What follows belongs to an exercise in optimizing a design on an open flow for small area, a short achievable clock period and few clock cycles per item; a production flow would make more cautious choices.
Power figures rest on the tool's default switching activity, not on a simulated workload.

== run a ==
==> flow/design.v <==
`default_nettype none
package feeder_pkg;
    typedef logic [31:0]  bus_addr_t;
    typedef logic [31:0]  bus_data_t;
    typedef logic [15:0]  word_t;
    typedef logic [511:0] line_t;
    typedef logic [4:0]   word_idx_t;
    typedef logic [14:0]  len_t;
    typedef logic [14:0]  sram_idx_t;
    typedef logic [7:0]   opcode_t;
    typedef logic [10:0]  line_cnt_t;
    localparam opcode_t OP_LOAD_INPUT  = 8'd9;
    localparam opcode_t OP_LOAD_WEIGHT = 8'd10;
    localparam bus_addr_t REG_DRAM_ADDR = 32'h0000_2024;
    localparam bus_addr_t REG_DRAM_LEN  = 32'h0000_2028;
    localparam bus_addr_t REG_XFER      = 32'h0000_2030;
    localparam bus_addr_t REG_SRAM_IDX  = 32'h0000_2034;
    localparam bus_addr_t REG_DATA_TYPE = 32'h0000_2038;
    localparam bus_addr_t REG_BUSY      = 32'h0000_0020;
    localparam int unsigned LINE_BYTES = 64;
    typedef struct packed {
        bus_addr_t addr;
        len_t      len;
        sram_idx_t sram_idx;
        logic      weight;
    } xfer_cfg_t;
    typedef struct packed {
        logic      valid;
        opcode_t   opcode;
        word_t     data;
        sram_idx_t idx;
    } load_cmd_t;
endpackage
`default_nettype wire
`default_nettype none
module feeder_regs #(
    parameter feeder_pkg::bus_addr_t BUS_BASE = 32'hC400_0000
) (
    input  logic                  clk_i,
    input  logic                  rst_i,
    input  logic                  host_strobe_i,
    input  logic                  host_rw_i,
    input  feeder_pkg::bus_addr_t host_addr_i,
    input  feeder_pkg::bus_data_t host_wdata_i,
    output logic                  host_ready_o,
    output feeder_pkg::bus_data_t host_rdata_o,
    input  logic                  busy_i,
    output feeder_pkg::xfer_cfg_t cfg_o,
    output logic                  start_o
);
    localparam feeder_pkg::bus_addr_t ADDR_DRAM_ADDR = BUS_BASE + feeder_pkg::REG_DRAM_ADDR;
    localparam feeder_pkg::bus_addr_t ADDR_DRAM_LEN  = BUS_BASE + feeder_pkg::REG_DRAM_LEN;
    localparam feeder_pkg::bus_addr_t ADDR_XFER      = BUS_BASE + feeder_pkg::REG_XFER;
    localparam feeder_pkg::bus_addr_t ADDR_SRAM_IDX  = BUS_BASE + feeder_pkg::REG_SRAM_IDX;
    localparam feeder_pkg::bus_addr_t ADDR_DATA_TYPE = BUS_BASE + feeder_pkg::REG_DATA_TYPE;
    localparam feeder_pkg::bus_addr_t ADDR_BUSY      = BUS_BASE + feeder_pkg::REG_BUSY;
    logic        wr_en;
    logic        rd_en;
    logic [30:0] addr_q;    
    logic        busy_q;
    assign wr_en = host_strobe_i && host_rw_i;
    assign rd_en = host_strobe_i && !host_rw_i;
    always_ff @(posedge clk_i) begin
        if (rst_i) begin
            start_o <= 1'b0;
        end else begin
            start_o <= wr_en && (host_addr_i == ADDR_XFER);
        end
    end
    always_ff @(posedge clk_i) begin
        if (rst_i) begin
            addr_q       <= '0;
            cfg_o.sram_idx <= '0;
            cfg_o.weight <= 1'b0;
        end else if (wr_en) begin
            if (host_addr_i == ADDR_DRAM_ADDR) begin
                addr_q <= host_wdata_i[31:1];
            end
            if (host_addr_i == ADDR_SRAM_IDX) begin
                cfg_o.sram_idx <= feeder_pkg::sram_idx_t'(host_wdata_i);
            end
            if (host_addr_i == ADDR_DATA_TYPE) begin
                cfg_o.weight <= host_wdata_i[0];
            end
        end
    end
    always_ff @(posedge clk_i) begin
        if (wr_en && (host_addr_i == ADDR_DRAM_LEN)) begin
            cfg_o.len <= feeder_pkg::len_t'(host_wdata_i);
        end
    end
    assign cfg_o.addr = {addr_q, 1'b0};
    always_ff @(posedge clk_i) begin
        if (rst_i) begin
            host_ready_o <= 1'b0;
        end else begin
            host_ready_o <= host_strobe_i;
        end
    end
    always_ff @(posedge clk_i) begin
        if (rst_i) begin
            busy_q <= 1'b0;
        end else if (rd_en && (host_addr_i == ADDR_BUSY)) begin
            busy_q <= busy_i || start_o;
        end
    end
    assign host_rdata_o = feeder_pkg::bus_data_t'(busy_q);
endmodule
`default_nettype wire
`default_nettype none
module dram_read_req (
    input  logic                  clk_i,
    input  logic                  rst_i,
    input  logic                  start_i,
    input  feeder_pkg::xfer_cfg_t cfg_i,
    input  logic                  fifo_addr_full_i,
    input  logic                  fifo_rw_full_i,
    output logic                  dram_addr_valid_o,
    output feeder_pkg::bus_addr_t dram_addr_o
);
    logic                  active_q;    
    logic                  valid_q;     
    logic [30:0]           addr_q;      
    logic [9:0]            full_q;
    logic [1:0]            part_q;
    logic [5:0]            part_words;
    logic [1:0]            part_lines;
    logic                  full_zero;
    logic                  last_req;
    logic                  fifo_ready;
    assign part_words = 6'(cfg_i.len[4:0]) + 6'(cfg_i.addr[5:1]);
    assign part_lines = (part_words == 6'd0)  ? 2'd0 :
                        (part_words <= 6'd32) ? 2'd1 : 2'd2;
    assign full_zero  = (full_q == '0);
    assign last_req   = full_zero ? (part_q == 2'd1) : ((full_q == 10'd1) && (part_q == 2'd0));
    assign fifo_ready = !fifo_addr_full_i && !fifo_rw_full_i;
    always_ff @(posedge clk_i) begin
        if (rst_i) begin
            active_q <= 1'b0;
            valid_q  <= 1'b0;
        end else if (start_i) begin
            active_q <= 1'b1;
            valid_q  <= fifo_ready;
        end else if (valid_q) begin
            valid_q <= 1'b0;
            if (last_req) begin
                active_q <= 1'b0;
            end
        end else begin
            valid_q <= active_q && fifo_ready;
        end
    end
    always_ff @(posedge clk_i) begin
        if (start_i) begin
            addr_q <= cfg_i.addr[31:1];
            full_q <= cfg_i.len[14:5];
            part_q <= part_lines;
        end else if (valid_q) begin
            addr_q <= {addr_q[30:5] + 1'b1, 5'd0};
            if (full_zero) begin
                part_q <= part_q - 1'b1;
            end else begin
                full_q <= full_q - 1'b1;
            end
        end
    end
    assign dram_addr_valid_o = valid_q;
    assign dram_addr_o       = {addr_q, 1'b0};
endmodule
`default_nettype wire
`default_nettype none
module gemm_load_feeder (
    input  logic                  clk_i,
    input  logic                  rst_i,
    input  logic                  start_i,
    input  feeder_pkg::xfer_cfg_t cfg_i,
    input  logic                  fifo_data_empty_i,
    input  feeder_pkg::line_t     dram_line_i,
    output logic                  fifo_data_rd_en_o,
    output feeder_pkg::load_cmd_t load_cmd_o,
    output logic                  busy_o
);
    logic                  active_q;    
    logic [3:0]            ptr_lo_q;    
    logic [7:0]            ptr_hi_q;    
    feeder_pkg::len_t      left_q;      
    logic                  pop_q;       
    logic                  pop_only_q;  
    logic                  fresh_q;     
    feeder_pkg::sram_idx_t idx_q;
    logic                  valid_q;
    feeder_pkg::word_t     data_q;
    logic                  take;
    logic                  last_word;
    logic                  next_last;
    logic                  at_30;
    logic                  at_31;
    feeder_pkg::word_t     word;
    assign take      = active_q && !fifo_data_empty_i && !pop_only_q;
    assign last_word = (left_q == 15'd1);
    assign at_30     = ptr_hi_q[7] && ptr_lo_q[2];
    assign at_31     = ptr_hi_q[7] && ptr_lo_q[3];
    assign next_last = (left_q == 15'd2) || at_30;
    always_ff @(posedge clk_i) begin
        if (rst_i) begin
            active_q   <= 1'b0;
            pop_q      <= 1'b0;
            pop_only_q <= 1'b0;
            valid_q    <= 1'b0;
        end else begin
            valid_q    <= take;
            pop_only_q <= 1'b0;
            if (start_i) begin
                active_q <= 1'b1;
                pop_q    <= 1'b0;
            end else if (take) begin
                if (last_word) begin
                    active_q <= 1'b0;
                end
                if (pop_q) begin
                    pop_q <= 1'b0;
                end else if (at_31 || last_word) begin
                    pop_q      <= 1'b1;
                    pop_only_q <= 1'b1;
                end else begin
                    pop_q <= next_last;
                end
            end else if (pop_only_q) begin
                pop_q <= 1'b0;
            end
        end
    end
    always_ff @(posedge clk_i) begin
        if (start_i) begin
            ptr_lo_q <= 4'(1) << cfg_i.addr[2:1];
            ptr_hi_q <= 8'(1) << cfg_i.addr[5:3];
            left_q  <= cfg_i.len;
            fresh_q <= 1'b1;
        end else if (take) begin
            ptr_lo_q <= {ptr_lo_q[2:0], ptr_lo_q[3]};
            if (ptr_lo_q[3]) begin
                ptr_hi_q <= {ptr_hi_q[6:0], ptr_hi_q[7]};
            end
            left_q  <= left_q - 1'b1;
            fresh_q <= 1'b0;
        end
    end
    always_ff @(posedge clk_i) begin
        if (take) begin
            idx_q <= fresh_q ? cfg_i.sram_idx : feeder_pkg::sram_idx_t'(idx_q + 1'b1);
        end
    end
    always_comb begin
        word = '0;
        for (int k = 0; k < 32; k++) begin
            word = word | (dram_line_i[16*k +: 16] & {16{ptr_lo_q[k % 4] & ptr_hi_q[k / 4]}});
        end
    end
    always_ff @(posedge clk_i) begin
        data_q <= word;
    end
    assign load_cmd_o.valid  = valid_q;
    assign load_cmd_o.opcode = cfg_i.weight ? feeder_pkg::OP_LOAD_WEIGHT
                                            : feeder_pkg::OP_LOAD_INPUT;
    assign load_cmd_o.data   = data_q;
    assign load_cmd_o.idx    = idx_q;
    assign fifo_data_rd_en_o = pop_q;
    assign busy_o            = active_q;
endmodule
`default_nettype wire
`default_nettype none
module data_feeder_top #(
    parameter feeder_pkg::bus_addr_t BUS_BASE = 32'hC400_0000
) (
    input  logic                  clk_i,
    input  logic                  rst_i,
    input  logic                  host_strobe_i,
    input  logic                  host_rw_i,
    input  feeder_pkg::bus_addr_t host_addr_i,
    input  feeder_pkg::bus_data_t host_wdata_i,
    output logic                  host_ready_o,
    output feeder_pkg::bus_data_t host_rdata_o,
    input  logic                  fifo_addr_full_i,
    input  logic                  fifo_rw_full_i,
    input  logic                  fifo_data_empty_i,
    input  feeder_pkg::line_t     dram_line_i,
    output logic                  dram_addr_valid_o,
    output feeder_pkg::bus_addr_t dram_addr_o,
    output logic                  fifo_data_rd_en_o,
    output feeder_pkg::load_cmd_t load_cmd_o
);
    feeder_pkg::xfer_cfg_t xfer_cfg;
    logic                  xfer_start;
    logic                  busy;
    feeder_regs #(
        .BUS_BASE (BUS_BASE)
    ) feeder_regs_inst (
        .clk_i         (clk_i),
        .rst_i         (rst_i),
        .host_strobe_i (host_strobe_i),
        .host_rw_i     (host_rw_i),
        .host_addr_i   (host_addr_i),
        .host_wdata_i  (host_wdata_i),
        .host_ready_o  (host_ready_o),
        .host_rdata_o  (host_rdata_o),
        .busy_i        (busy),
        .cfg_o         (xfer_cfg),
        .start_o       (xfer_start)
    );
    dram_read_req dram_read_req_inst (
        .clk_i             (clk_i),
        .rst_i             (rst_i),
        .start_i           (xfer_start),
        .cfg_i             (xfer_cfg),
        .fifo_addr_full_i  (fifo_addr_full_i),
        .fifo_rw_full_i    (fifo_rw_full_i),
        .dram_addr_valid_o (dram_addr_valid_o),
        .dram_addr_o       (dram_addr_o)
    );
    gemm_load_feeder gemm_load_feeder_inst (
        .clk_i             (clk_i),
        .rst_i             (rst_i),
        .start_i           (xfer_start),
        .cfg_i             (xfer_cfg),
        .fifo_data_empty_i (fifo_data_empty_i),
        .dram_line_i       (dram_line_i),
        .fifo_data_rd_en_o (fifo_data_rd_en_o),
        .load_cmd_o        (load_cmd_o),
        .busy_o            (busy)
    );
endmodule
`default_nettype wire
==> flow/config.mk <==
export PLATFORM = sky130hd
export DESIGN_NAME = data_feeder_top
export DESIGN_NICKNAME = data_feeder_top
export VERILOG_FILES = /design/flow/design.v
export SDC_FILE = /design/flow/constraint.sdc
export NUM_CORES = 4
export LEC_CHECK = 0
export ABC_CLOCK_PERIOD_IN_PS = 2500
export CAP_MARGIN = 20
export CORE_AREA = 5 5 235 235
export DIE_AREA = 0 0 240 240
export SETUP_SLACK_MARGIN = 2.5
export SLEW_MARGIN = 20
==> flow/constraint.sdc <==
create_clock -name core_clock -period 5.0 [get_ports {clk_i}]
set_input_delay 1.0000 -clock core_clock [delete_from_list [all_inputs] [get_ports {clk_i}]]
set_output_delay 1.0000 -clock core_clock [all_outputs]
set_load 0.01 [all_outputs]
standard.sh (not shown) runs the stock make flow with config.mk's settings and CLKGATE_MAP_FILE= SYNTH_SCRIPT=/design/flow/synth_recipe.tcl, a recipe that flattens the netlist after the stock synthesis.
==> flow/flow/run.sh <==
#!/bin/bash
# Standard ORFS layout, with the port buffers made of the smallest buffer cell.
set -euo pipefail
export BUFFER_PORTS_ARGS="-buffer_cell sky130_fd_sc_hd__buf_1"
bash standard.sh finish > standard.log 2>&1
Run a completed every stage of the flow, and the final layout passed the timing, design-rule and antenna checks.
Changes in run b relative to run a:
-- flow/design.v --
<<< run a, line 182
);
    logic                  active_q;    
    logic [3:0]            ptr_lo_q;    
    logic [7:0]            ptr_hi_q;    
    feeder_pkg::len_t      left_q;      
    logic                  pop_q;       
>>> run b, line 182
);
    logic                  active_q;    
    logic [31:0]           sel_q;       
    feeder_pkg::len_t      left_q;      
    logic                  pop_q;       
<<< run a, line 199
    assign take      = active_q && !fifo_data_empty_i && !pop_only_q;
    assign last_word = (left_q == 15'd1);
    assign at_30     = ptr_hi_q[7] && ptr_lo_q[2];
    assign at_31     = ptr_hi_q[7] && ptr_lo_q[3];
    assign next_last = (left_q == 15'd2) || at_30;
    always_ff @(posedge clk_i) begin
>>> run b, line 198
    assign take      = active_q && !fifo_data_empty_i && !pop_only_q;
    assign last_word = (left_q == 15'd1);
    assign at_30     = sel_q[30];
    assign at_31     = sel_q[31];
    assign next_last = (left_q == 15'd2) || at_30;
    always_ff @(posedge clk_i) begin
<<< run a, line 233
    always_ff @(posedge clk_i) begin
        if (start_i) begin
            ptr_lo_q <= 4'(1) << cfg_i.addr[2:1];
            ptr_hi_q <= 8'(1) << cfg_i.addr[5:3];
            left_q  <= cfg_i.len;
            fresh_q <= 1'b1;
        end else if (take) begin
            ptr_lo_q <= {ptr_lo_q[2:0], ptr_lo_q[3]};
            if (ptr_lo_q[3]) begin
                ptr_hi_q <= {ptr_hi_q[6:0], ptr_hi_q[7]};
            end
            left_q  <= left_q - 1'b1;
            fresh_q <= 1'b0;
>>> run b, line 232
    always_ff @(posedge clk_i) begin
        if (start_i) begin
            sel_q   <= 32'(1) << cfg_i.addr[5:1];
            left_q  <= cfg_i.len;
            fresh_q <= 1'b1;
        end else if (take) begin
            sel_q   <= {sel_q[30:0], sel_q[31]};
            left_q  <= left_q - 1'b1;
            fresh_q <= 1'b0;
<<< run a, line 254
        word = '0;
        for (int k = 0; k < 32; k++) begin
            word = word | (dram_line_i[16*k +: 16] & {16{ptr_lo_q[k % 4] & ptr_hi_q[k / 4]}});
        end
    end
>>> run b, line 249
        word = '0;
        for (int k = 0; k < 32; k++) begin
            word = word | (dram_line_i[16*k +: 16] & {16{sel_q[k]}});
        end
    end
Findings:
Clock group power: run b vs run a down about 6%
Portion of total power attributed to sequential cells sits higher in run b than in run a.
Peak supply drop, run a and run b: smaller value in run a
From run a to run b the numbers moved as follows: non-clock buffer count went up 5; final clock period utilization by the worst path now larger.
Compared with run a, run b shows synthesized instance count lower by 46.
Run b vs run a: number of diodes down
No run of this note included a check of the RTL's function; only the layout flow was run.

[afterwards: timing with drivers on the ports]
The flow's constraints put no driver on any port. The routed layouts listed below were extracted and timed again, unchanged, in two steps. Step 1 (the two cells are an assumption about what drives the block):
set clk [get_ports {clk_i}]
set_driving_cell -lib_cell sky130_fd_sc_hd__clkbuf_16 $clk
set_driving_cell -lib_cell sky130_fd_sc_hd__buf_2 [delete_from_list [all_inputs] $clk]
Step 2 also shifts input and output timing later by t, the mid clock arrival at the registers, as if the neighbouring blocks saw the same clock. Slacks: ideal ports / drivers / drivers and shift; pairs: ideal ports / drivers.
| run | t, ns | setup WS [ns] | worst hold slack (ns) |
|---|---|---|---|
| run a | 0.504 | 2.588 / 2.588 / 2.144 | 0.498 / 0.498 / 0.498 |
| run b | 0.504 | 2.451 / 2.451 / 2.124 | 0.500 / 0.500 / 0.500 |
After both steps setup and hold are still met in every run listed. The setup slack of run a, which loses most, moves by 0.000 ns with the drivers and by -0.444 ns with both steps.
